From an optimization exercise on the open Yosys and OpenROAD flow, aimed at small area, a short achievable clock period and few clock cycles per item; shortcuts taken in it are not production practice. Function was checked by simulation only, so behaviour that the tests miss may differ from the original. Power figures rest on the tool's default switching activity, not on a simulated workload.

Setup of yarrow:
## height_color_map_shade
module height_color_map_shade #(
  parameter int unsigned MAX_ENTRIES = 7
) (
  input  logic              clk_i,
  input  logic              rst_ni,
  input  logic              start,
  output logic              busy,
  input  logic [7:0]        height_level_i,
  output logic              result_valid_o,
  output logic [7:0]        red_o,
  output logic [7:0]        green_o,
  output logic [7:0]        blue_o,
  output logic              table_hit_o,
  input  logic              psel,
  input  logic              penable,
  input  logic              pwrite,
  input  logic [hcms_pkg::ADDR_W-1:0] paddr,
  input  logic [hcms_pkg::DATA_W-1:0] pwdata,
  output logic [hcms_pkg::DATA_W-1:0] prdata,
  output logic              pready
);
  localparam int unsigned QW = hcms_pkg::QUOT_W;
  localparam int unsigned SL = QW + 2;
  logic [2:0]                                   entry_count;
  ...
For scale: ~580 flip-flops, about 110 I/O pins, ~25000 um2 of cells after synthesis.
Settings: LEC_CHECK=0, CAP_MARGIN=20, CORE_MARGIN=2, CORE_UTILIZATION=60, CTS_CLUSTER_DIAMETER=100, CTS_CLUSTER_SIZE=25, SETUP_SLACK_MARGIN=2.8, SLEW_MARGIN=20; clock period 5.0 ns.
standard.sh (not shown) runs the stock make flow with config.mk's settings and CLKGATE_MAP_FILE= SYNTH_SCRIPT=/design/flow/synth_recipe.tcl, a recipe that flattens the netlist after the stock synthesis.
==> flow/flow/run.sh <==
#!/bin/bash
set -euo pipefail
export BUFFER_PORTS_ARGS="-buffer_cell sky130_fd_sc_hd__buf_2"
bash standard.sh > flow_standard.log 2>&1
In summary, yarrow completed successfully, with a layout that passed the timing, design-rule and antenna checks.
Testbench counts of yarrow, summed over its fixed seeds: cycles 17,152, items 16,384.
The following lists how lagoon was set up differently from yarrow:
==> flow/run.sh (new file) <==
#!/bin/bash
# synth_recipe.tcl (not shown) runs the flow's synth.tcl, then flattens the netlist and writes it again
# the make line also repeats each setting of config.mk as NAME=value (left out here)
make -C /OpenROAD-flow-scripts/flow DESIGN_CONFIG=/design/flow/config.mk WORK_HOME=/design/flow/orfs CLKGATE_MAP_FILE= SYNTH_SCRIPT=/design/flow/synth_recipe.tcl finish
removed: flow/flow/run.sh
removed: flow/standard.sh
### Flow results
Comparing yarrow and lagoon, the lower first-pass GRT wire length was measured on yarrow.
Compare yarrow and lagoon | design area lower: yarrow
Ratio of final minimum period to clock period (lower): yarrow
Leakage component of the power (lower): yarrow
On lagoon: number of global-route vias before repair is 412 higher than what yarrow gave.
lagoon | status: complete | timing, DRC, antenna: pass
Both conditions hold for yarrow: the flow ran to the end and the final layout passed the timing, design-rule and antenna checks.
Setup WNS yarrow -> lagoon: worse
Per the comparison of lagoon with yarrow, total chip power went up 1.1%, maximum frequency down 5.5 MHz, number of antenna cells inserted went down 1.
Row area added between synthesis and finish: lagoon higher / yarrow lower

---

## try-quartz
Another version of the RTL of height_color_map_shade (not shown whole).
Size in the first run: about 2200 cells after synthesis, about 110 I/O pins, roughly 0.025 sq mm of cells after synthesis.
## height_color_map_shade
module height_color_map_shade #(
  parameter int unsigned MAX_ENTRIES = 7
) (
  input  logic              clk_i,
  input  logic              rst_ni,
  input  logic              start,
  output logic              busy,
  input  logic [7:0]        height_level_i,
  output logic              result_valid_o,
  output logic [7:0]        red_o,
  output logic [7:0]        green_o,
  output logic [7:0]        blue_o,
  output logic              table_hit_o,
  input  logic              psel,
  input  logic              penable,
  input  logic              pwrite,
  input  logic [hcms_pkg::ADDR_W-1:0] paddr,
  input  logic [hcms_pkg::DATA_W-1:0] pwdata,
  output logic [hcms_pkg::DATA_W-1:0] prdata,
  output logic              pready
);
Settings: LEC_CHECK=0, CAP_MARGIN=20, CORE_MARGIN=2, CORE_UTILIZATION=60, CTS_CLUSTER_DIAMETER=100, CTS_CLUSTER_SIZE=25, SETUP_SLACK_MARGIN=2.8, SLEW_MARGIN=20; clock period 5.0 ns.
==> flow/flow/run.sh <==
#!/bin/bash
set -euo pipefail
export BUFFER_PORTS_ARGS="-buffer_cell sky130_fd_sc_hd__buf_1"
bash standard.sh > flow_standard.log 2>&1
try-quartz | status: complete | timing, DRC, antenna: pass
Testbench counts of try-quartz, summed over its fixed seeds: cycles 17,152, items 16,384.
Edits applied to the flow inputs when going from try-quartz to try-fjord:
==> flow/flow/run.sh <==
#!/bin/bash
set -euo pipefail
export BUFFER_PORTS_ARGS="-buffer_cell sky130_fd_sc_hd__buf_2"
bash standard.sh > flow_standard.log 2>&1
- try-quartz → try-fjord: normalized max-slew margin saw a decrease; post-layout net count essentially unchanged; design area neither gained nor lost much; leakage power went up by 2.6%.
- On try-fjord: final worst setup slack is 16 ps higher than what try-quartz gave.
- Comparing try-quartz and try-fjord, the higher overall power consumption was measured on try-fjord.
## Diff of input files: try-pepper against try-fjord
# try-fjord
export LEC_CHECK = 0
export CAP_MARGIN = 20
export CORE_MARGIN = 2
export CORE_UTILIZATION = 60
export CTS_CLUSTER_DIAMETER = 100
export CTS_CLUSTER_SIZE = 25
export SETUP_SLACK_MARGIN = 2.8
export SLEW_MARGIN = 20
create_clock -name core_clock -period 5.0 [get_ports {clk_i}]
# try-pepper
export LEC_CHECK = 0
export CAP_MARGIN = 20
export CORE_MARGIN = 2
export CORE_UTILIZATION = 70
export CTS_CLUSTER_DIAMETER = 100
export CTS_CLUSTER_SIZE = 25
export SETUP_SLACK_MARGIN = 2.9
export SLEW_MARGIN = 20
create_clock -name core_clock -period 5.0 [get_ports {clk_i}]
- try-fjord and try-pepper ended up with roughly the same post-route minimum period.
- Relative to try-fjord, switching portion of total power increased by 0.23 points in try-pepper.
- The higher via count came out of try-pepper.
- Looking at cell area, try-pepper sits 1.4% above try-fjord.
#### Input delta (try-xenon over try-pepper)
# try-pepper
export LEC_CHECK = 0
export CAP_MARGIN = 20
export CORE_MARGIN = 2
export CORE_UTILIZATION = 70
export CTS_CLUSTER_DIAMETER = 100
export CTS_CLUSTER_SIZE = 25
export SETUP_SLACK_MARGIN = 2.9
export SLEW_MARGIN = 20
create_clock -name core_clock -period 5.0 [get_ports {clk_i}]
# try-xenon
export LEC_CHECK = 0
export CAP_MARGIN = 20
export CORE_MARGIN = 2
export CORE_UTILIZATION = 65
export CTS_CLUSTER_DIAMETER = 100
export CTS_CLUSTER_SIZE = 28
export SETUP_SLACK_MARGIN = 2.75
export SLEW_MARGIN = 20
create_clock -name core_clock -period 5.0 [get_ports {clk_i}]
Notes after the runs:
- From try-pepper to try-xenon the numbers moved as follows: count of plain and timing-repair buffers in the layout went down by 32, design area decreased about 2.4%, global-route usage has decreased.
- Against try-pepper, post-layout worst setup margin in try-xenon came out worse.
- | number of placement rows | try-xenon vs try-pepper | 3 higher |

---

the baseline:
height_color_map_shade again, from the RTL that the note above started with.
Settings: LEC_CHECK=0, CAP_MARGIN=20, CORE_MARGIN=2, CORE_UTILIZATION=65, CTS_CLUSTER_DIAMETER=100, CTS_CLUSTER_SIZE=25, SETUP_SLACK_MARGIN=2.75, SLEW_MARGIN=20; clock period 5.0 ns.
==> flow/flow/run.sh <==
#!/bin/bash
set -euo pipefail
export BUFFER_PORTS_ARGS="-buffer_cell sky130_fd_sc_hd__buf_2"
bash standard.sh > flow_standard.log 2>&1
Testbench counts of the baseline, summed over its fixed seeds: cycles 17,152, items 16,384.
diff inputs: the baseline => the candidate
# the baseline
export LEC_CHECK = 0
export CAP_MARGIN = 20
export CORE_MARGIN = 2
export CORE_UTILIZATION = 65
export CTS_CLUSTER_DIAMETER = 100
export CTS_CLUSTER_SIZE = 25
export SETUP_SLACK_MARGIN = 2.75
export SLEW_MARGIN = 20
create_clock -name core_clock -period 5.0 [get_ports {clk_i}]
# the candidate
export LEC_CHECK = 0
export CAP_MARGIN = 10
export CORE_MARGIN = 2
export CORE_UTILIZATION = 60
export CTS_CLUSTER_DIAMETER = 100
export CTS_CLUSTER_SIZE = 25
export SETUP_SLACK_MARGIN = 2.8
export SLEW_MARGIN = 10
create_clock -name core_clock -period 5.0 [get_ports {clk_i}]
--- outcome ---
Taking the baseline as the reference point, the power share of the sequential group of the candidate falls by 0.5 points.
Taking the baseline as the reference, in the candidate cell area climbed about 0.8%, overall power consumption higher, first-pass GRT wire length grew by 830 µm, sequential share of layout area went down by 0.41 points.

==> afterwards: timing with drivers on the ports <==
The results above use ideal ports. As a check the final layouts listed here were re-extracted and re-timed, cells and wires unchanged.
Step 1 assumes that a clkbuf_16 drives the clock port and a buf_2 every other input.
Step 2 moves the port delays by t, midway between the first and last clock arrival at a register: inputs arrive t later, outputs are due t later. That takes back most of the time a late clock gives input paths.
a / b / c = ideal ports / drivers / drivers and shift; a / b = the first two.
run | t (ns) | setup slack, ns | clock arrival spread, ns | pins driven straight from the clock port
yarrow | 0.644 | 2.685 / 2.685 / 2.314 | 0.032 / 0.032 | 1
lagoon | 0.641 | 2.655 / 2.655 / 2.255 | 0.042 / 0.041 | 1
try-quartz | 0.647 | 2.737 / 2.737 / 2.216 | 0.038 / 0.039 | 1
try-fjord | 0.647 | 2.753 / 2.753 / 2.232 | 0.029 / 0.030 | 1
try-pepper | 0.643 | 2.754 / 2.754 / 2.292 | 0.032 / 0.032 | 1
try-xenon | 0.634 | 2.751 / 2.751 / 2.191 | 0.026 / 0.026 | 1
the baseline | 0.639 | 2.749 / 2.749 / 2.175 | 0.041 / 0.041 | 1
the candidate | 0.647 | 2.753 / 2.753 / 2.232 | 0.029 / 0.030 | 1
After both steps setup and hold are still met in every run listed. The setup slack of the baseline, which loses most, moves by 0.000 ns with the drivers and by -0.574 ns with both steps.
